From an optimization exercise on the open Yosys and OpenROAD flow, aimed at a short achievable clock period and few clock cycles; shortcuts taken in it are not production practice.
Power is estimated from default activity; no workload was simulated.

run a:
## icache_nway_lru
module icache_nway_lru #(
   parameter int ADDR_W = 32,
   parameter int WAYS   = 4,
   parameter int SETS   = 4,
   parameter int WPL    = 2,
   parameter int NPART  = 2
) (
   input  logic                clk,
   input  logic                reset,
   input  logic                proc_req,
   input  logic [ADDR_W-1:0]   address_from_proc,
   input  logic                flush,
   output logic [31:0]         data_to_proc,
   output logic                proc_resp_valid,
   output logic                hit_miss,
   output logic                busy,
   output logic                ram_req,
   output logic [ADDR_W-1:0]   address_to_ram,
   input  logic [32*WPL-1:0]   data_from_ram,
   input  logic                ram_access_done
);
   localparam int WSEL_W = $clog2(WPL);
   localparam int OFF    = WSEL_W + 2;
   localparam int IDX_W  = $clog2(SETS);
   localparam int TAG_W  = ADDR_W - OFF - IDX_W;
   localparam int NPAIR  = WAYS * (WAYS - 1) / 2;
   logic [SETS-1:0][WAYS-1:0]                  valid_q;
   logic [SETS-1:0][WAYS-1:0][TAG_W-1:0]       tag_q;
   logic [SETS-1:0][WAYS-1:0][WPL-1:0][31:0]   line_q;
   logic [SETS-1:0][NPAIR-1:0]                 ord_q;
   logic [SETS-1:0][WAYS-1:0]                  vic_q;
   logic [ADDR_W-1:OFF] addr_q;      
   logic [TAG_W-1:0]    req_tag_q;   
   logic [SETS-1:0]     req_set_q;   
   logic [WSEL_W-1:0]   req_word_q;
   logic [WAYS-1:0]     hit_oh_q;    
   logic                hit_q;       
   logic                ram_req_q;   
   logic                resp_q;
   logic                hit_miss_q;
   logic                flush_pend_q;  
   logic [NPART-1:0][31:0] part_n_q;  
   logic [TAG_W-1:0]    in_tag;
   logic [IDX_W-1:0]    in_idx;
   logic [WSEL_W-1:0]   in_word;
   logic [SETS-1:0]     in_set;
   logic                accept;    
   logic                lookup;    
   logic [WAYS-1:0]     way_hit;
   logic                any_hit;
   logic [31:0]         hit_data;
   assign in_tag  = address_from_proc[ADDR_W-1:OFF+IDX_W];
   assign in_idx  = address_from_proc[OFF+IDX_W-1:OFF];
   assign in_word = address_from_proc[OFF-1:2];
   assign accept  = proc_req && !ram_req_q;
   assign lookup  = accept && !flush;
   always_comb begin
      for (int s = 0; s < SETS; s++)
         in_set[s] = (in_idx == IDX_W'(s));
   end
   always_comb begin
  ...
==> module icache_nway_lru, before the edit <==
module icache_nway_lru #(
   parameter int ADDR_W = 32,
   parameter int WAYS   = 4,
   parameter int SETS   = 4,
   parameter int WPL    = 2,
   parameter int NPART  = 2
) (
   input  logic                clk,
   input  logic                reset,
   input  logic                proc_req,
   input  logic [ADDR_W-1:0]   address_from_proc,
   input  logic                flush,
   output logic [31:0]         data_to_proc,
   output logic                proc_resp_valid,
   output logic                hit_miss,
   output logic                busy,
   output logic                ram_req,
   output logic [ADDR_W-1:0]   address_to_ram,
   input  logic [32*WPL-1:0]   data_from_ram,
   input  logic                ram_access_done
);
   localparam int WSEL_W = $clog2(WPL);
   localparam int OFF    = WSEL_W + 2;
   localparam int IDX_W  = $clog2(SETS);
   localparam int TAG_W  = ADDR_W - OFF - IDX_W;
   localparam int NPAIR  = WAYS * (WAYS - 1) / 2;
   logic [SETS-1:0][WAYS-1:0]                  valid_q;
   logic [SETS-1:0][WAYS-1:0][TAG_W-1:0]       tag_q;
   logic [SETS-1:0][WAYS-1:0][WPL-1:0][31:0]   line_q;
   logic [SETS-1:0][NPAIR-1:0]                 ord_q;
   logic [SETS-1:0][WAYS-1:0]                  vic_q;
   logic [ADDR_W-1:OFF] addr_q;      
   logic [TAG_W-1:0]    req_tag_q;   
   logic [SETS-1:0]     req_set_q;   
   logic [WSEL_W-1:0]   req_word_q;
   logic [WAYS-1:0]     hit_oh_q;    
   logic                hit_q;       
   logic                ram_req_q;   
   logic                resp_q;
   logic                hit_miss_q;
   logic                flush_pend_q;  
   logic [NPART-1:0][31:0] part_n_q;  
   logic [TAG_W-1:0]    in_tag;
   logic [IDX_W-1:0]    in_idx;
   logic [WSEL_W-1:0]   in_word;
   logic [SETS-1:0]     in_set;
   logic                accept;    
   logic                lookup;    
   logic [WAYS-1:0]     way_hit;
   logic                any_hit;
   logic [31:0]         hit_data;
   assign in_tag  = address_from_proc[ADDR_W-1:OFF+IDX_W];
   assign in_idx  = address_from_proc[OFF+IDX_W-1:OFF];
   assign in_word = address_from_proc[OFF-1:2];
   assign accept  = proc_req && !ram_req_q;
   assign lookup  = accept && !flush;
   always_comb begin
      for (int s = 0; s < SETS; s++)
         in_set[s] = (in_idx == IDX_W'(s));
   end
   always_comb begin
      for (int w = 0; w < WAYS; w++) begin
         way_hit[w] = 1'b0;
         for (int s = 0; s < SETS; s++)
            way_hit[w] = way_hit[w] ||
                         (in_set[s] && valid_q[s][w] && (tag_q[s][w] == in_tag));
         way_hit[w] = way_hit[w] && lookup;
      end
   end
   assign any_hit = |way_hit;
   logic [WAYS-1:0][31:0] cand;
   always_comb begin
      for (int w = 0; w < WAYS; w++) begin
         cand[w] = '0;
         for (int s = 0; s < SETS; s++)
            cand[w] = cand[w] | ({32{in_set[s]}} & line_q[s][w][in_word]);
      end
   end
   logic [NPART-1:0][31:0] part_d;
   always_comb begin
      for (int g = 0; g < NPART; g++) begin
         part_d[g] = '0;
         for (int w = g * WAYS / NPART; w < (g + 1) * WAYS / NPART; w++)
            part_d[g] = part_d[g] | ({32{way_hit[w]}} & cand[w]);
      end
      if (ram_req_q) part_d[0] = data_from_ram[32*req_word_q +: 32];
   end
   always_comb begin
      hit_data = '1;
      for (int g = 0; g < NPART; g++)
         hit_data = hit_data & part_n_q[g];
      hit_data = ~hit_data;
   end
   logic              done;
   logic              upd;        
   logic [WAYS-1:0]   cur_valid;
   logic [NPAIR-1:0]  cur_ord;
   logic [WAYS-1:0]   cur_vic;
   logic [WAYS-1:0]   acc;        
   logic [WAYS-1:0]   nxt_valid;
   logic [NPAIR-1:0]  nxt_ord;
   logic [WAYS-1:0]   lru;
   logic [WAYS-1:0]   nxt_vic;
   assign done = ram_req_q && ram_access_done;
   assign upd  = done || hit_q;
   always_comb begin
      cur_valid = '0;
      cur_ord   = '0;
      cur_vic   = '0;
      for (int s = 0; s < SETS; s++)
         if (req_set_q[s]) begin
            cur_valid = cur_valid | valid_q[s];
            cur_ord   = cur_ord   | ord_q[s];
            cur_vic   = cur_vic   | vic_q[s];
         end
   end
   assign acc       = ram_req_q ? cur_vic : hit_oh_q;
   assign nxt_valid = cur_valid | acc;
   always_comb begin
      int p;
      nxt_ord = cur_ord;
      p = 0;
      for (int i = 0; i < WAYS; i++)
         for (int j = i + 1; j < WAYS; j++) begin
            if (acc[i])      nxt_ord[p] = 1'b0;
            else if (acc[j]) nxt_ord[p] = 1'b1;
            p++;
         end
   end
   always_comb begin
      int p;
      lru = '1;
      p = 0;
      for (int i = 0; i < WAYS; i++)
         for (int j = i + 1; j < WAYS; j++) begin
            if (nxt_ord[p]) lru[j] = 1'b0;
            else            lru[i] = 1'b0;
            p++;
         end
   end
   always_comb begin
      logic found;
      nxt_vic = '0;
      found   = 1'b0;
      for (int w = 0; w < WAYS; w++)
         if (!nxt_valid[w] && !found) begin
            nxt_vic[w] = 1'b1;
            found      = 1'b1;
         end
      if (!found) nxt_vic = lru;
   end
   always_ff @(posedge clk) begin
      addr_q   <= address_from_proc[ADDR_W-1:OFF];
      hit_oh_q <= way_hit;
      part_n_q <= ~part_d;
      if (accept) begin
         req_tag_q  <= in_tag;
         req_set_q  <= in_set;
         req_word_q <= in_word;
      end
   end
   always_ff @(posedge clk) begin
      if (!reset) begin
         ram_req_q    <= 1'b0;
         resp_q       <= 1'b0;
         hit_q        <= 1'b0;
         hit_miss_q   <= 1'b1;
         flush_pend_q <= 1'b0;
      end else begin
         resp_q     <= any_hit || done;
         hit_q      <= any_hit;
         hit_miss_q <= ram_req_q;
         if (ram_req_q) begin
            if (ram_access_done) ram_req_q <= 1'b0;
         end else begin
            ram_req_q <= proc_req && !any_hit;
         end
         if (done)                 flush_pend_q <= 1'b0;
         else if (ram_req_q && flush) flush_pend_q <= 1'b1;
      end
   end
   logic clear;
   assign clear = !reset || (flush && !ram_req_q) || (done && (flush || flush_pend_q));
   always_ff @(posedge clk) begin
      for (int s = 0; s < SETS; s++) begin
         if (clear) begin
            valid_q[s] <= '0;
            ord_q[s]   <= '0;
            vic_q[s]   <= WAYS'(1);
         end else if (upd && req_set_q[s]) begin
            valid_q[s] <= nxt_valid;
            ord_q[s]   <= nxt_ord;
            vic_q[s]   <= nxt_vic;
         end
      end
   end
   always_ff @(posedge clk) begin
      for (int s = 0; s < SETS; s++)
         for (int w = 0; w < WAYS; w++)
            if (reset && done && req_set_q[s] && vic_q[s][w]) begin
               tag_q[s][w]  <= req_tag_q;
               line_q[s][w] <= data_from_ram;
            end
   end
   assign data_to_proc    = hit_data;
   assign proc_resp_valid = resp_q;
   assign hit_miss        = hit_miss_q;
   assign busy            = ram_req_q;
   assign ram_req         = ram_req_q;
   assign address_to_ram  = {addr_q, OFF'(0)};
endmodule
Settings: LEC_CHECK=0, ABC_CLOCK_PERIOD_IN_PS=2000, CAP_MARGIN=20, CORE_MARGIN=2, CORE_UTILIZATION=40, SETUP_SLACK_MARGIN=5, SLEW_MARGIN=20; clock period 8.5 ns.
standard.sh (not shown) runs the stock make flow with config.mk's settings and CLKGATE_MAP_FILE= SYNTH_SCRIPT=/design/flow/synth_recipe.tcl, a recipe that flattens the netlist after the stock synthesis.
==> flow/flow/run.sh <==
#!/bin/bash
# Standard layout, with timing repair aiming further below the clock period.
set -euo pipefail
bash standard.sh SETUP_SLACK_MARGIN=6 finish > orfs_make.log 2>&1
Input-level comparison between run b and run a:
--- a/flow/design.v
+++ b/flow/design.v
@@ -4,5 +4,6 @@
    parameter int SETS   = 4,
    parameter int WPL    = 2,
-   parameter int NPART  = 2
+   parameter int NPART  = 2,
+   parameter int TDUP   = 2
 ) (
    input  logic                clk,
@@ -25,6 +26,13 @@
    localparam int TAG_W  = ADDR_W - OFF - IDX_W;
    localparam int NPAIR  = WAYS * (WAYS - 1) / 2;
+   logic [TDUP-1:0][TAG_W-1:0] tag_mask;
+   for (genvar gk = 0; gk < TDUP; gk++) begin : g_tag_mask_k
+      for (genvar gb = 0; gb < TAG_W; gb++) begin : g_tag_mask_b
+         assign tag_mask[gk][gb] = (gk == 1) || (gk == 2 && gb % 2 == 0) ||
+                                   (gk == 3 && gb % 2 == 1);
+      end
+   end
    logic [SETS-1:0][WAYS-1:0]                  valid_q;
-   logic [SETS-1:0][WAYS-1:0][TAG_W-1:0]       tag_q;
+   logic [TDUP-1:0][SETS-1:0][WAYS-1:0][TAG_W-1:0] tag_q;
    logic [SETS-1:0][WAYS-1:0][WPL-1:0][31:0]   line_q;
    logic [SETS-1:0][NPAIR-1:0]                 ord_q;
@@ -59,13 +67,16 @@
          in_set[s] = (in_idx == IDX_W'(s));
    end
-   always_comb begin
-      for (int w = 0; w < WAYS; w++) begin
-         way_hit[w] = 1'b0;
-         for (int s = 0; s < SETS; s++)
-            way_hit[w] = way_hit[w] ||
-                         (in_set[s] && valid_q[s][w] && (tag_q[s][w] == in_tag));
-         way_hit[w] = way_hit[w] && lookup;
-      end
-   end
+   logic [TDUP-1:0][WAYS-1:0] way_hit_k;
+   always_comb begin
+      for (int k = 0; k < TDUP; k++)
+         for (int w = 0; w < WAYS; w++) begin
+            way_hit_k[k][w] = 1'b0;
+            for (int s = 0; s < SETS; s++)
+               way_hit_k[k][w] = way_hit_k[k][w] ||
+                  (in_set[s] && valid_q[s][w] && ((tag_q[k][s][w] ^ tag_mask[k]) == in_tag));
+            way_hit_k[k][w] = way_hit_k[k][w] && lookup;
+         end
+   end
+   assign way_hit = way_hit_k[0];
    assign any_hit = |way_hit;
    logic [WAYS-1:0][31:0] cand;
@@ -82,5 +93,6 @@
          part_d[g] = '0;
          for (int w = g * WAYS / NPART; w < (g + 1) * WAYS / NPART; w++)
-            part_d[g] = part_d[g] | ({32{way_hit[w]}} & cand[w]);
+            for (int b = 0; b < 32; b++)
+               part_d[g][b] = part_d[g][b] | (way_hit_k[b * TDUP / 32][w] & cand[w][b]);
       end
       if (ram_req_q) part_d[0] = data_from_ram[32*req_word_q +: 32];
@@ -199,5 +211,6 @@
          for (int w = 0; w < WAYS; w++)
             if (reset && done && req_set_q[s] && vic_q[s][w]) begin
-               tag_q[s][w]  <= req_tag_q;
+               for (int k = 0; k < TDUP; k++)
+                  tag_q[k][s][w] <= req_tag_q ^ tag_mask[k];
                line_q[s][w] <= data_from_ram;
             end
Results
Relative to run a, run b degrades leakage component of the power.
Number of buffers other than clock buffers in the final layout in run b vs run a: up 106
Depth of the critical timing path with buffers and inverters included in run b is 1 below run a.
Initial cell density of the core of run a is on par with run b.
Comparing run a and run b, vertical die dimension is higher on run b.
Higher sequential cell count goes to run b over run a.
Changes observed in run b relative to run a: final area went up, number of setup violations in the final report has remained practically unchanged.
Summary of run b over run a: post-layout instance count excluding filler cells higher, overall routed net length went up.
Run b -> run a: sequential share of layout area flat
Re count of clock-buffer cells in the layout: run a was lower than run b.
Cmp run a and run b / net switching fraction of the power / lower: run a
No functional check of the RTL was part of any run of this note.

[separate check: timing with driven ports]
No port has a modelled driver above. Below, the same layouts with a new extraction and two added sets of constraints.
Step 1 assumes that a clkbuf_16 drives the clock port and a buf_2 every other input.
Step 2 times the ports against the registers' clock, not the clock port: input delays grow and output delays shrink by t, the midpoint of the rising clock arrivals with the driver on.
Slacks: ideal / step 1 / step 2; pairs: ideal / step 1.
| run | t (ns) | setup WS [ns] | worst setup path at the end | worst register clock-pin slew, ns |
|---|---|---|---|---|
| run a | 0.879 | 5.191 / 5.237 / 4.358 | input to register | 0.07 / 0.07 |
| run b | 0.925 | 5.278 / 4.867 / 3.942 | input to register | 0.07 / 0.07 |
After both steps setup and hold are still met in every run listed. The setup slack of run b, which loses most, moves by -0.411 ns with the drivers and by -1.336 ns with both steps.
